This design comes from an exercise in tuning for a short achievable clock period and few clock cycles per item on the open sky130 flow, not from production work. The RTL of this run was laid out without a check of its function. Power figures rest on the tool's default switching activity, not on a simulated workload.

==> flow/design.v <==
`default_nettype none
package bqf_pkg;
  localparam int SAMPLE_W   = 16;
  localparam int COEF_FRAC  = 15;
  localparam int COEF_W     = 18;
  localparam int INIT_W     = 32;
  localparam int CFG_DATA_W = 32;
  localparam int CFG_IDX_W  = 3;
  localparam int MULT_W     = COEF_W + 4;
  localparam int NTAB       = 17;
  localparam int NDIG       = 4;
  localparam int W          = 36;
  localparam logic signed [COEF_W-1:0] COEF_ONE =
    {{(COEF_W-COEF_FRAC-1){1'b0}}, 1'b1, {COEF_FRAC{1'b0}}};
  localparam int OQ_DEPTH   = 8;
  localparam int CREDITS    = 8;
endpackage
`default_nettype wire
`default_nettype none
module bqf_cfg (
  input  wire logic                                      clk_i,
  input  wire logic                                      rst_ni,
  input  wire logic                                      cfg_we_i,
  input  wire logic [bqf_pkg::CFG_IDX_W-1:0]             cfg_idx_i,
  input  wire logic [bqf_pkg::CFG_DATA_W-1:0]            cfg_wdata_i,
  output logic [bqf_pkg::NTAB-1:0][bqf_pkg::MULT_W-1:0]  tb0_o,
  output logic [bqf_pkg::NTAB-1:0][bqf_pkg::MULT_W-1:0]  tb1_o,
  output logic [bqf_pkg::NTAB-1:0][bqf_pkg::MULT_W-1:0]  tb2_o,
  output logic [bqf_pkg::NTAB-1:0][bqf_pkg::MULT_W-1:0]  ta1_o,
  output logic [bqf_pkg::NTAB-1:0][bqf_pkg::MULT_W-1:0]  ta2_o,
  output logic [bqf_pkg::W-1:0]                          init1h_o,
  output logic signed [bqf_pkg::INIT_W-1:0]              init2_o,
  output logic [bqf_pkg::W-1:0]                          ka1h_o,
  output logic [bqf_pkg::W-1:0]                          ka1l_o,
  output logic [bqf_pkg::W-1:0]                          ka2h_o,
  output logic [bqf_pkg::W-1:0]                          ka2l_o,
  output logic [5:0][bqf_pkg::W-1:0]                     ra1_o,
  output logic [5:0][bqf_pkg::W-1:0]                     ra2_o
);
  localparam int CW = bqf_pkg::COEF_W;
  localparam int MW = bqf_pkg::MULT_W;
  localparam int NT = bqf_pkg::NTAB;
  localparam int DW = bqf_pkg::W;
  localparam logic [DW-1:0] RND_HALF = DW'(1) << (bqf_pkg::COEF_FRAC - 1);
  localparam logic [DW-1:0] BIAS4 = (DW'(1) << (MW - 1)) + (DW'(1) << (MW + 3)) +
                                    (DW'(1) << (MW + 7)) + (DW'(1) << (MW + 11));
  logic signed [CW-1:0] b0_q, b1_q, b2_q, a1_q, a2_q;
  logic signed [bqf_pkg::INIT_W-1:0] init1_q, init2_q;
  always_ff @(posedge clk_i or negedge rst_ni) begin
    if (!rst_ni) begin
      b0_q    <= bqf_pkg::COEF_ONE;
      b1_q    <= '0;
      b2_q    <= '0;
      a1_q    <= '0;
      a2_q    <= '0;
      init1_q <= '0;
      init2_q <= '0;
    end else if (cfg_we_i) begin
      case (cfg_idx_i)
        3'd0: b0_q    <= cfg_wdata_i[CW-1:0];
        3'd1: b1_q    <= cfg_wdata_i[CW-1:0];
        3'd2: b2_q    <= cfg_wdata_i[CW-1:0];
        3'd3: a1_q    <= cfg_wdata_i[CW-1:0];
        3'd4: a2_q    <= cfg_wdata_i[CW-1:0];
        3'd5: init1_q <= cfg_wdata_i;
        3'd6: init2_q <= cfg_wdata_i;
        default: ;
      endcase
    end
  end
  assign init2_o = init2_q;
  logic [NT-1:0][MW-1:0] tb0_d, tb1_d, tb2_d, ta1_d, ta2_d;
  logic [NT-1:0][MW-1:0] tb0_q, tb1_q, tb2_q, ta1_q, ta2_q;
  logic [5:0][DW-1:0]    ra1_d, ra2_d, ra1_q, ra2_q;
  logic [DW-1:0]         a1w, a2w;
  assign a1w = DW'(a1_q);
  assign a2w = DW'(a2_q);
  always_comb begin
    for (int k = 0; k < NT; k++) begin
      tb0_d[k] = MW'((k - 8) * $signed({{(MW-CW){b0_q[CW-1]}}, b0_q})) ^ (MW'(1) << (MW - 1));
      tb1_d[k] = MW'((k - 8) * $signed({{(MW-CW){b1_q[CW-1]}}, b1_q})) ^ (MW'(1) << (MW - 1));
      tb2_d[k] = MW'((k - 8) * $signed({{(MW-CW){b2_q[CW-1]}}, b2_q})) ^ (MW'(1) << (MW - 1));
      ta1_d[k] = MW'((8 - k) * $signed({{(MW-CW){a1_q[CW-1]}}, a1_q})) ^ (MW'(1) << (MW - 1));
      ta2_d[k] = MW'((8 - k) * $signed({{(MW-CW){a2_q[CW-1]}}, a2_q})) ^ (MW'(1) << (MW - 1));
    end
    for (int m = 0; m < 3; m++) begin
      for (int ci = 0; ci < 2; ci++) begin
        ra1_d[2*m+ci] = DW'(m - 1) * (a1w << 16) - (ci != 0 ? a1w : '0) - BIAS4 - BIAS4;
        ra2_d[2*m+ci] = DW'(m - 1) * (a2w << 16) - (ci != 0 ? a2w : '0) - BIAS4 - BIAS4;
      end
    end
  end
  logic [DW-1:0] init1h_q, ka1h_q, ka1l_q, ka2h_q, ka2l_q;
  always_ff @(posedge clk_i) begin
    tb0_q    <= tb0_d;
    tb1_q    <= tb1_d;
    tb2_q    <= tb2_d;
    ta1_q    <= ta1_d;
    ta2_q    <= ta2_d;
    ra1_q    <= ra1_d;
    ra2_q    <= ra2_d;
    init1h_q <= DW'(init1_q) + RND_HALF;
    ka1h_q   <= a1w - (a1w << 15);
    ka1l_q   <= a1w << 15;
    ka2h_q   <= a2w - (a2w << 15);
    ka2l_q   <= a2w << 15;
  end
  assign tb0_o    = tb0_q;
  assign tb1_o    = tb1_q;
  assign tb2_o    = tb2_q;
  assign ta1_o    = ta1_q;
  assign ta2_o    = ta2_q;
  assign ra1_o    = ra1_q;
  assign ra2_o    = ra2_q;
  assign init1h_o = init1h_q;
  assign ka1h_o   = ka1h_q;
  assign ka1l_o   = ka1l_q;
  assign ka2h_o   = ka2h_q;
  assign ka2l_o   = ka2l_q;
endmodule
`default_nettype wire
`default_nettype none
module bqf_ctrl (
  input  wire logic                         clk_i,
  input  wire logic                         rst_ni,
  input  wire logic                         in_valid_i,
  output logic                              in_stall_o,
  output logic                              accept_o,
  input  wire logic                         y_valid_i,
  input  wire logic [bqf_pkg::SAMPLE_W-1:0] y_i,
  input  wire logic                         y_sat_i,
  output logic                              out_valid_o,
  input  wire logic                         out_stall_i,
  output logic [bqf_pkg::SAMPLE_W-1:0]      sample_out_o,
  output logic                              saturated_o
);
  localparam int D  = bqf_pkg::OQ_DEPTH;
  localparam int PW = $clog2(D);
  localparam int CR = bqf_pkg::CREDITS;
  localparam int CW = $clog2(CR + 1);
  localparam int EW = bqf_pkg::SAMPLE_W + 1;
  logic [CW-1:0] cnt_q, cnt_d;
  logic          stall_q, stall_d;
  logic          take;
  assign in_stall_o = stall_q;
  assign accept_o   = in_valid_i && !stall_q;
  assign take       = out_valid_o && !out_stall_i;
  always_comb begin
    cnt_d = cnt_q;
    if (accept_o && !take)      cnt_d = cnt_q + CW'(1);
    else if (!accept_o && take) cnt_d = cnt_q - CW'(1);
    stall_d = (cnt_d >= CW'(CR));
  end
  always_ff @(posedge clk_i or negedge rst_ni) begin
    if (!rst_ni) begin
      cnt_q   <= '0;
      stall_q <= 1'b0;
    end else begin
      cnt_q   <= cnt_d;
      stall_q <= stall_d;
    end
  end
  logic [D-1:0][EW-1:0] buf_q;
  logic [PW-1:0]        wp_q, rp_q;
  logic [PW:0]          bcnt_q;
  logic                 head_v_q;
  logic [EW-1:0]        head_q;
  logic                 head_free, bempty, pop, push;
  assign bempty    = (bcnt_q == '0);
  assign head_free = !head_v_q || !out_stall_i;
  assign pop       = head_free && !bempty;
  assign push      = y_valid_i && !(head_free && bempty);
  always_ff @(posedge clk_i) begin
    if (y_valid_i) buf_q[wp_q] <= {y_sat_i, y_i};
  end
  always_ff @(posedge clk_i) begin
    if (head_free) head_q <= bempty ? {y_sat_i, y_i} : buf_q[rp_q];
  end
  always_ff @(posedge clk_i or negedge rst_ni) begin
    if (!rst_ni) begin
      wp_q     <= '0;
      rp_q     <= '0;
      bcnt_q   <= '0;
      head_v_q <= 1'b0;
    end else begin
      if (push) wp_q <= wp_q + PW'(1);
      if (pop)  rp_q <= rp_q + PW'(1);
      if (push && !pop)      bcnt_q <= bcnt_q + (PW+1)'(1);
      else if (pop && !push) bcnt_q <= bcnt_q - (PW+1)'(1);
      if (head_free) head_v_q <= !bempty || y_valid_i;
    end
  end
  assign out_valid_o  = head_v_q;
  assign sample_out_o = head_q[bqf_pkg::SAMPLE_W-1:0];
  assign saturated_o  = head_q[bqf_pkg::SAMPLE_W];
endmodule
`default_nettype wire
`default_nettype none
module bqf_pp (
  input  wire logic [bqf_pkg::SAMPLE_W-1:0]                  y_i,
  input  wire logic                                          cin_i,
  input  wire logic [bqf_pkg::NTAB-1:0][bqf_pkg::MULT_W-1:0] tab_i,
  output logic [bqf_pkg::NDIG-1:0][bqf_pkg::W-1:0]           row_o
);
  localparam int MW = bqf_pkg::MULT_W;
  localparam int W  = bqf_pkg::W;
  logic [bqf_pkg::SAMPLE_W:0] yx;
  assign yx = {y_i, cin_i};
  always_comb begin
    for (int i = 0; i < bqf_pkg::NDIG; i++) begin
      logic [MW-1:0] m;
      case (yx[4*i +: 5])
        5'b00000: m = tab_i[8];
        5'b00001: m = tab_i[9];
        5'b00010: m = tab_i[9];
        5'b00011: m = tab_i[10];
        5'b00100: m = tab_i[10];
        5'b00101: m = tab_i[11];
        5'b00110: m = tab_i[11];
        5'b00111: m = tab_i[12];
        5'b01000: m = tab_i[12];
        5'b01001: m = tab_i[13];
        5'b01010: m = tab_i[13];
        5'b01011: m = tab_i[14];
        5'b01100: m = tab_i[14];
        5'b01101: m = tab_i[15];
        5'b01110: m = tab_i[15];
        5'b01111: m = tab_i[16];
        5'b10000: m = tab_i[0];
        5'b10001: m = tab_i[1];
        5'b10010: m = tab_i[1];
        5'b10011: m = tab_i[2];
        5'b10100: m = tab_i[2];
        5'b10101: m = tab_i[3];
        5'b10110: m = tab_i[3];
        5'b10111: m = tab_i[4];
        5'b11000: m = tab_i[4];
        5'b11001: m = tab_i[5];
        5'b11010: m = tab_i[5];
        5'b11011: m = tab_i[6];
        5'b11100: m = tab_i[6];
        5'b11101: m = tab_i[7];
        5'b11110: m = tab_i[7];
        5'b11111: m = tab_i[8];
        default: m = tab_i[8];
      endcase
      row_o[i] = W'(m) << (4 * i);
    end
  end
endmodule
module bqf_csa (
  input  wire logic [bqf_pkg::W-1:0] a_i,
  input  wire logic [bqf_pkg::W-1:0] b_i,
  input  wire logic [bqf_pkg::W-1:0] c_i,
  output logic [bqf_pkg::W-1:0]      s_o,
  output logic [bqf_pkg::W-1:0]      c_o
);
  logic [bqf_pkg::W-1:0] maj;
  assign s_o = a_i ^ b_i ^ c_i;
  assign maj = (a_i & b_i) | (a_i & c_i) | (b_i & c_i);
  assign c_o = {maj[bqf_pkg::W-2:0], 1'b0};
endmodule
module bqf_c42 (
  input  wire logic [3:0][bqf_pkg::W-1:0] r_i,
  output logic [bqf_pkg::W-1:0]           s_o,
  output logic [bqf_pkg::W-1:0]           c_o
);
  logic [bqf_pkg::W-1:0] s1, c1;
  bqf_csa u_a (.a_i(r_i[0]), .b_i(r_i[1]), .c_i(r_i[2]), .s_o(s1), .c_o(c1));
  bqf_csa u_b (.a_i(s1), .b_i(c1), .c_i(r_i[3]), .s_o(s_o), .c_o(c_o));
endmodule
module bqf_ltree (
  input  wire logic [bqf_pkg::NDIG-1:0][bqf_pkg::W-1:0] pa_i,
  input  wire logic [bqf_pkg::NDIG-1:0][bqf_pkg::W-1:0] pb_i,
  input  wire logic [bqf_pkg::W-1:0]                    ka_i,
  input  wire logic [bqf_pkg::W-1:0]                    kb_i,
  input  wire logic [bqf_pkg::W-1:0]                    late_i,
  output logic [bqf_pkg::W-1:0]                         s_o,
  output logic [bqf_pkg::W-1:0]                         c_o
);
  logic [bqf_pkg::W-1:0] s1, c1, s2, c2, s3, c3, s4, c4, s5, c5, s6, c6, s7, c7, s8, c8;
  bqf_csa u_l1a (.a_i(pa_i[0]), .b_i(pa_i[1]), .c_i(pa_i[2]), .s_o(s1), .c_o(c1));
  bqf_csa u_l1b (.a_i(pa_i[3]), .b_i(pb_i[0]), .c_i(pb_i[1]), .s_o(s2), .c_o(c2));
  bqf_csa u_l1c (.a_i(pb_i[2]), .b_i(pb_i[3]), .c_i(ka_i),    .s_o(s3), .c_o(c3));
  bqf_csa u_l2a (.a_i(s1), .b_i(c1), .c_i(s2), .s_o(s4), .c_o(c4));
  bqf_csa u_l2b (.a_i(c2), .b_i(s3), .c_i(c3), .s_o(s5), .c_o(c5));
  bqf_csa u_l3a (.a_i(s4), .b_i(c4), .c_i(s5),     .s_o(s6), .c_o(c6));
  bqf_csa u_l3b (.a_i(c5), .b_i(kb_i), .c_i(late_i), .s_o(s7), .c_o(c7));
  bqf_csa u_l4  (.a_i(s6), .b_i(c6), .c_i(s7), .s_o(s8), .c_o(c8));
  bqf_csa u_l5  (.a_i(s8), .b_i(c8), .c_i(c7), .s_o(s_o), .c_o(c_o));
endmodule
module bqf_datapath (
  input  wire logic                                          clk_i,
  input  wire logic                                          rst_ni,
  input  wire logic                                          accept_i,
  input  wire logic signed [bqf_pkg::SAMPLE_W-1:0]           sample_in_i,
  input  wire logic                                          start_block_i,
  input  wire logic [bqf_pkg::NTAB-1:0][bqf_pkg::MULT_W-1:0] tb0_i,
  input  wire logic [bqf_pkg::NTAB-1:0][bqf_pkg::MULT_W-1:0] tb1_i,
  input  wire logic [bqf_pkg::NTAB-1:0][bqf_pkg::MULT_W-1:0] tb2_i,
  input  wire logic [bqf_pkg::NTAB-1:0][bqf_pkg::MULT_W-1:0] ta1_i,
  input  wire logic [bqf_pkg::NTAB-1:0][bqf_pkg::MULT_W-1:0] ta2_i,
  input  wire logic [bqf_pkg::W-1:0]                         ka1h_i,
  input  wire logic [bqf_pkg::W-1:0]                         ka1l_i,
  input  wire logic [bqf_pkg::W-1:0]                         ka2h_i,
  input  wire logic [bqf_pkg::W-1:0]                         ka2l_i,
  input  wire logic [5:0][bqf_pkg::W-1:0]                   ra1_i,
  input  wire logic [5:0][bqf_pkg::W-1:0]                   ra2_i,
  input  wire logic [bqf_pkg::W-1:0]                         init1h_i,
  input  wire logic signed [bqf_pkg::INIT_W-1:0]             init2_i,
  output logic                                               y_valid_o,
  output logic [bqf_pkg::SAMPLE_W-1:0]                       y_o,
  output logic                                               y_sat_o
);
  localparam int W  = bqf_pkg::W;
  localparam int SW = bqf_pkg::SAMPLE_W;
  localparam int ND = bqf_pkg::NDIG;
  localparam int MW = bqf_pkg::MULT_W;
  localparam logic [W-1:0] RND_HALF = W'(1) << (bqf_pkg::COEF_FRAC - 1);
  localparam logic [W-1:0] BIAS4 = (W'(1) << (MW - 1)) + (W'(1) << (MW + 3)) +
                                   (W'(1) << (MW + 7)) + (W'(1) << (MW + 11));
  logic [SW-1:0] x_q;
  logic          x_sb_q;
  logic          x_v_q;
  always_ff @(posedge clk_i) begin
    x_q    <= sample_in_i;
    x_sb_q <= start_block_i;
  end
  always_ff @(posedge clk_i or negedge rst_ni) begin
    if (!rst_ni) x_v_q <= 1'b0;
    else         x_v_q <= accept_i;
  end
  logic [ND-1:0][W-1:0] r0, r1, r2;
  logic [W-1:0] p0s_d, p0c_d, p1s_d, p1c_d, p2s_d, p2c_d;
  bqf_pp u_pp0 (.y_i(x_q), .cin_i(1'b0), .tab_i(tb0_i), .row_o(r0));
  bqf_pp u_pp1 (.y_i(x_q), .cin_i(1'b0), .tab_i(tb1_i), .row_o(r1));
  bqf_pp u_pp2 (.y_i(x_q), .cin_i(1'b0), .tab_i(tb2_i), .row_o(r2));
  bqf_c42 u_m0 (.r_i(r0), .s_o(p0s_d), .c_o(p0c_d));
  bqf_c42 u_m1 (.r_i(r1), .s_o(p1s_d), .c_o(p1c_d));
  bqf_c42 u_m2 (.r_i(r2), .s_o(p2s_d), .c_o(p2c_d));
  logic [W-1:0] m_p0s_q, m_p0c_q, m_p1s_q, m_p1c_q, m_p2s_q, m_p2c_q;
  logic         m_sb_q;
  logic         m_v_q;
  always_ff @(posedge clk_i) begin
    m_p0s_q <= p0s_d;
    m_p0c_q <= p0c_d;
    m_p1s_q <= p1s_d;
    m_p1c_q <= p1c_d;
    m_p2s_q <= p2s_d;
    m_p2c_q <= p2c_d;
    m_sb_q  <= x_sb_q;
  end
  always_ff @(posedge clk_i or negedge rst_ni) begin
    if (!rst_ni) m_v_q <= 1'b0;
    else         m_v_q <= x_v_q;
  end
  logic [W-1:0] p_full, pi_full;
  logic [W-1:0] pis, pic;
  logic [W-1:0] init2_ext;
  assign init2_ext = W'(init2_i);
  assign p_full    = m_p0s_q + m_p0c_q + (RND_HALF - BIAS4);
  bqf_csa u_pi (.a_i(m_p0s_q), .b_i(m_p0c_q), .c_i(init1h_i - BIAS4), .s_o(pis), .c_o(pic));
  assign pi_full   = pis + pic;
  logic [W-1:0] a_p_q, a_pi_q, a_b1x_q, a_b2x_q;
  logic         a_sb_q;
  logic         a_v_q;
  always_ff @(posedge clk_i) begin
    a_p_q   <= m_v_q ? p_full : '0;
    a_pi_q  <= pi_full;
    a_b1x_q <= m_p1s_q + m_p1c_q - BIAS4;
    a_b2x_q <= m_p2s_q + m_p2c_q - BIAS4;
    a_sb_q  <= m_sb_q;
  end
  always_ff @(posedge clk_i or negedge rst_ni) begin
    if (!rst_ni) a_v_q <= 1'b0;
    else         a_v_q <= m_v_q;
  end
  logic [W-1:0] sa_q, sb_q, sa_d, sb_d;
  logic [W-1:0] d2a_q, d2b_q, d2a_d, d2b_d;
  logic [W-1:0] l_b1x_q, l_b2x_q;
  logic         l_full_q;
  logic [W-1:0]  s_sum;
  logic          sat_hi, sat_lo;
  logic [SW-1:0] y_cur;
  assign s_sum  = sa_q + sb_q;
  assign sat_hi = !s_sum[W-1] && (s_sum[W-2:30] != '0);
  assign sat_lo =  s_sum[W-1] && (s_sum[W-2:30] != '1);
  assign y_cur  = sat_hi ? 16'h7fff : sat_lo ? 16'h8000 : s_sum[30:15];
  logic [31:0] vsum;
  logic [15:0] lsum;
  logic        cin;
  logic        m_pos, m_neg;
  assign lsum  = {1'b0, sa_q[14:0]} + {1'b0, sb_q[14:0]};
  assign cin   = lsum[15];
  assign vsum  = {sa_q[30], sa_q[30:0]} + {sb_q[30], sb_q[30:0]};
  assign m_pos = !vsum[31] &&  vsum[30];
  assign m_neg =  vsum[31] && !vsum[30];
  logic [W-1:0] k1a, k1b;
  bqf_c42 u_k1 (.r_i({a_p_q, l_b1x_q, d2a_q, d2b_q}), .s_o(k1a), .c_o(k1b));
  logic [ND-1:0][W-1:0] pa1, pb1, pa2, pb2;
  bqf_pp u_pa1 (.y_i(sa_q[30:15]), .cin_i(1'b0), .tab_i(ta1_i), .row_o(pa1));
  bqf_pp u_pb1 (.y_i(sb_q[30:15]), .cin_i(1'b0), .tab_i(ta1_i), .row_o(pb1));
  bqf_pp u_pa2 (.y_i(sa_q[30:15]), .cin_i(1'b0), .tab_i(ta2_i), .row_o(pa2));
  bqf_pp u_pb2 (.y_i(sb_q[30:15]), .cin_i(1'b0), .tab_i(ta2_i), .row_o(pb2));
  logic [W-1:0] late1, late2;
  always_comb begin
    if (m_pos)      begin late1 = ra1_i[4 + 32'(cin)]; late2 = ra2_i[4 + 32'(cin)]; end
    else if (m_neg) begin late1 = ra1_i[0 + 32'(cin)]; late2 = ra2_i[0 + 32'(cin)]; end
    else            begin late1 = ra1_i[2 + 32'(cin)]; late2 = ra2_i[2 + 32'(cin)]; end
  end
  logic [W-1:0] t1a, t1b, t2a, t2b;
  bqf_ltree u_t1 (.pa_i(pa1), .pb_i(pb1), .ka_i(k1a), .kb_i(k1b), .late_i(late1),
                  .s_o(t1a), .c_o(t1b));
  bqf_ltree u_t2 (.pa_i(pa2), .pb_i(pb2), .ka_i(l_b2x_q), .kb_i('0), .late_i(late2),
                  .s_o(t2a), .c_o(t2b));
  logic [W-1:0] h1a, h1b, l1a, l1b;
  bqf_csa u_h1 (.a_i(k1a), .b_i(k1b), .c_i(ka1h_i), .s_o(h1a), .c_o(h1b));
  bqf_csa u_l1 (.a_i(k1a), .b_i(k1b), .c_i(ka1l_i), .s_o(l1a), .c_o(l1b));
  logic [W-1:0] fa, fb;
  bqf_csa u_fx (.a_i(sa_q), .b_i(sb_q), .c_i(a_p_q), .s_o(fa), .c_o(fb));
  always_comb begin
    sa_d  = sa_q;
    sb_d  = sb_q;
    d2a_d = d2a_q;
    d2b_d = d2b_q;
    if (l_full_q) begin
      if (sat_hi) begin
        sa_d  = h1a;     sb_d  = h1b;
        d2a_d = l_b2x_q; d2b_d = ka2h_i;
      end else if (sat_lo) begin
        sa_d  = l1a;     sb_d  = l1b;
        d2a_d = l_b2x_q; d2b_d = ka2l_i;
      end else begin
        sa_d  = t1a;     sb_d  = t1b;
        d2a_d = t2a;     d2b_d = t2b;
      end
    end else if (a_v_q) begin
      sa_d = fa;
      sb_d = fb;
    end
    if (a_v_q && a_sb_q) begin
      sa_d  = a_pi_q;    sb_d  = '0;
      d2a_d = init2_ext; d2b_d = '0;
    end
  end
  always_ff @(posedge clk_i or negedge rst_ni) begin
    if (!rst_ni) begin
      sa_q     <= '0;
      sb_q     <= '0;
      d2a_q    <= '0;
      d2b_q    <= '0;
      l_full_q <= 1'b0;
    end else begin
      sa_q     <= sa_d;
      sb_q     <= sb_d;
      d2a_q    <= d2a_d;
      d2b_q    <= d2b_d;
      l_full_q <= a_v_q;
    end
  end
  always_ff @(posedge clk_i) begin
    l_b1x_q <= a_b1x_q;
    l_b2x_q <= a_b2x_q;
  end
  logic [SW-1:0] y_q;
  logic          y_sat_q;
  logic          y_v_q;
  always_ff @(posedge clk_i) begin
    y_q     <= y_cur;
    y_sat_q <= sat_hi | sat_lo;
  end
  always_ff @(posedge clk_i or negedge rst_ni) begin
    if (!rst_ni) y_v_q <= 1'b0;
    else         y_v_q <= l_full_q;
  end
  assign y_valid_o = y_v_q;
  assign y_o       = y_q;
  assign y_sat_o   = y_sat_q;
endmodule
`default_nettype wire
`default_nettype none
module biquad_iir_filter (
  input  wire logic                                clk_i,
  input  wire logic                                rst_ni,
  input  wire logic                                cfg_we_i,
  input  wire logic [bqf_pkg::CFG_IDX_W-1:0]       cfg_idx_i,
  input  wire logic [bqf_pkg::CFG_DATA_W-1:0]      cfg_wdata_i,
  input  wire logic                                in_valid_i,
  output logic                                     in_stall_o,
  input  wire logic signed [bqf_pkg::SAMPLE_W-1:0] sample_in_i,
  input  wire logic                                start_block_i,
  output logic                                     out_valid_o,
  input  wire logic                                out_stall_i,
  output logic signed [bqf_pkg::SAMPLE_W-1:0]      sample_out_o,
  output logic                                     saturated_o
);
  logic [bqf_pkg::NTAB-1:0][bqf_pkg::MULT_W-1:0] tb0, tb1, tb2, ta1, ta2;
  logic [bqf_pkg::W-1:0]                         init1h;
  logic signed [bqf_pkg::INIT_W-1:0]             init2;
  logic [bqf_pkg::W-1:0]                         ka1h, ka1l, ka2h, ka2l;
  logic [5:0][bqf_pkg::W-1:0]                    ra1, ra2;
  logic                                          accept;
  logic                                          y_valid;
  logic [bqf_pkg::SAMPLE_W-1:0]                  y;
  logic                                          y_sat;
  logic [bqf_pkg::SAMPLE_W-1:0]                  sample_out;
  bqf_cfg u_cfg (
    .clk_i       (clk_i),
    .rst_ni      (rst_ni),
    .cfg_we_i    (cfg_we_i),
    .cfg_idx_i   (cfg_idx_i),
    .cfg_wdata_i (cfg_wdata_i),
    .tb0_o       (tb0),
    .tb1_o       (tb1),
    .tb2_o       (tb2),
    .ta1_o       (ta1),
    .ta2_o       (ta2),
    .init1h_o    (init1h),
    .init2_o     (init2),
    .ka1h_o      (ka1h),
    .ka1l_o      (ka1l),
    .ka2h_o      (ka2h),
    .ka2l_o      (ka2l),
    .ra1_o       (ra1),
    .ra2_o       (ra2)
  );
  bqf_ctrl u_ctrl (
    .clk_i        (clk_i),
    .rst_ni       (rst_ni),
    .in_valid_i   (in_valid_i),
    .in_stall_o   (in_stall_o),
    .accept_o     (accept),
    .y_valid_i    (y_valid),
    .y_i          (y),
    .y_sat_i      (y_sat),
    .out_valid_o  (out_valid_o),
    .out_stall_i  (out_stall_i),
    .sample_out_o (sample_out),
    .saturated_o  (saturated_o)
  );
  assign sample_out_o = sample_out;
  bqf_datapath u_datapath (
    .clk_i         (clk_i),
    .rst_ni        (rst_ni),
    .accept_i      (accept),
    .sample_in_i   (sample_in_i),
    .start_block_i (start_block_i),
    .tb0_i         (tb0),
    .tb1_i         (tb1),
    .tb2_i         (tb2),
    .ta1_i         (ta1),
    .ta2_i         (ta2),
    .ka1h_i        (ka1h),
    .ka1l_i        (ka1l),
    .ka2h_i        (ka2h),
    .ka2l_i        (ka2l),
    .ra1_i         (ra1),
    .ra2_i         (ra2),
    .init1h_i      (init1h),
    .init2_i       (init2),
    .y_valid_o     (y_valid),
    .y_o           (y),
    .y_sat_o       (y_sat)
  );
endmodule
`default_nettype wire
==> flow/run.sh <==
#!/bin/bash
# synth_recipe.tcl (not shown) runs the flow's synth.tcl, then flattens the netlist and writes it again
# the make line also repeats each setting of config.mk as NAME=value (left out here)
make -C /OpenROAD-flow-scripts/flow DESIGN_CONFIG=/design/flow/config.mk WORK_HOME=/design/flow/orfs CLKGATE_MAP_FILE= SYNTH_SCRIPT=/design/flow/synth_recipe.tcl finish
==> flow/config.mk <==
export PLATFORM = sky130hd
export DESIGN_NAME = biquad_iir_filter
export DESIGN_NICKNAME = biquad_iir_filter
export VERILOG_FILES = /design/flow/design.v
export SDC_FILE = /design/flow/constraint.sdc
export NUM_CORES = 4
export LEC_CHECK = 0
export CAP_MARGIN = 20
export CORE_MARGIN = 2
export CORE_UTILIZATION = 40
export SETUP_SLACK_MARGIN = 5
export SLEW_MARGIN = 20
==> flow/constraint.sdc <==
create_clock -name core_clock -period 10.0 [get_ports {clk_i}]
set_input_delay 2.0000 -clock core_clock [delete_from_list [all_inputs] [get_ports {clk_i}]]
set_output_delay 2.0000 -clock core_clock [all_outputs]
set_load 0.01 [all_outputs]
==> flow_results.org <==
** Run status
- The flow did not finish.
- It got as far as global routing (5_1_grt) and failed there.
- The first error in the log reads "[ERROR GRT-0232] Routing congestion too high. Check the congestion heatmap in the GUI".

** Yosys
- Of all flip-flops after synthesis, the portion carrying an async set or reset was 16.5%.
- Cell area after technology mapping :: 182000 µm²
- Number of library cell types mapped by synthesis :: 112
- Cell taking the most area after synthesis :: sky130_fd_sc_hd__dfxtp_1
- EDFF count, synth :: 153
- Number of register bits inferred by synthesis :: 1924
- Main synth FF type :: sky130_fd_sc_hd__dfxtp_1
- Yosys printed 4 warnings.
- In this run the mean area of a mapped cell was 8.72 µm².
- For this run, the register share of the synthesized area comes to 22.9%.
- Number of instances in the synthesized netlist :: 20900
- Post-synth top area share :: 16.0%
- Sorting the synthesized cells by area gives the leading types as sky130_fd_sc_hd__dfxtp_1, sky130_fd_sc_hd__ha_1, sky130_fd_sc_hd__fa_1, sky130_fd_sc_hd__dfrtp_1, sky130_fd_sc_hd__inv_1.

** Global routing
- The total overflow left after global routing is 1.
- Global routing consumed, over all layers together, 59.9% of the routing resources.
- Largest net degree at the start of global routing :: 103

** Clocking
- Clock H-tree levels :: 4
- Number of buffers inserted during clock tree synthesis :: 229
- The tree built by TritonCTS fans out to 1924 sinks.
- The clock passes through at most 4 buffers.
- Clk Tree Root Cell :: sky130_fd_sc_hd__clkbuf_16

** Place
- Count of input and output buffers :: 75
- Weighted congestion at the end of routability-driven global placement :: 1.14
- After detailed placement, the total cell area comes to 192000 µm².
- Detailed Place HPWL :: 874000 µm

** Floorplan
- Die Wd :: 678 µm
- The floorplan has 247 rows.
- Die height :: 678 µm
- Initial cell density of the core :: 40.2%
- I/O pin cnt :: 76
[what timing repair did]
item | CTS
setup endpoints to repair | 392
hold buffers | 0
resized for setup | 2267
pin swaps | 757
setup buffers | 875
cloned | 47
[metrics by stage]
stage                     setup slack [ps]  power (µW)  hold WS [ps]  cells
after floorplan                       3230      159000           310  20900
after global placement                1980      214000           310  25900
after detailed placement              2040      214000           312  25900
after CTS                             3140      272000           277  27300
[power groups by stage]
stage,Clock [µW],Sequential [µW],Combinational (µW)
after global placement,0,19700,194000
after CTS,9250,19500,244000
after detailed placement,0,19700,194000
after floorplan,0,15500,143000
[cell usage after synthesis, types with 223 or more instances]
library cell,count
sky130_fd_sc_hd__xnor2_1,778
sky130_fd_sc_hd__inv_1,1934
sky130_fd_sc_hd__fa_1,965
sky130_fd_sc_hd__clkbuf_1,1550
sky130_fd_sc_hd__mux2_2,256
sky130_fd_sc_hd__a221oi_1,754
sky130_fd_sc_hd__o21ai_0,932
sky130_fd_sc_hd__a222oi_1,592
sky130_fd_sc_hd__a21oi_1,1146
sky130_fd_sc_hd__dfxtp_1,1454
sky130_fd_sc_hd__ha_1,1894
sky130_fd_sc_hd__buf_1,256
sky130_fd_sc_hd__dfrtp_1,316
sky130_fd_sc_hd__mux2i_1,434
sky130_fd_sc_hd__a22o_1,357
sky130_fd_sc_hd__nor3_1,250
sky130_fd_sc_hd__nand3_1,416
sky130_fd_sc_hd__nand2_1,1424
sky130_fd_sc_hd__a22oi_1,957
sky130_fd_sc_hd__nor2_1,1033
sky130_fd_sc_hd__nand4_1,223
[cell families after synthesis]
logic type	after synthesis	share of synthesized area (%)
other	1	0.00206
flip-flops	1924	22.9
multiplexers	763	4.87
XOR/XNOR	979	4.73
buffers and inverters	3843	8.02
adder cells (fa/ha/maj)	2859	23.6
AO/OA/AOI/OAI	6492	25.9
AND/OR/NAND/NOR	4001	9.99
[layer usage]
layer	GRT overflow	global-route usage, %
met5	0	28.2
met3	1	45.7
met2	0	73.5
met4	0	49.9
met1	0	64.2
[how the worst min path moves through the flow]
stage | startpoint | cells after the start | to | slack (ps)
after floorplan | u_datapath.m_p1s_q[0] | 0 | u_datapath.a_b1x_q[0] | 310
after global placement | u_datapath.a_b2x_q[27] | 0 | u_datapath.l_b2x_q[27] | 310
after detailed placement | u_datapath.a_b1x_q[29] | 0 | u_datapath.l_b1x_q[29] | 310
after CTS | u_datapath.a_b1x_q[34] | 0 | u_datapath.l_b1x_q[34] | 280
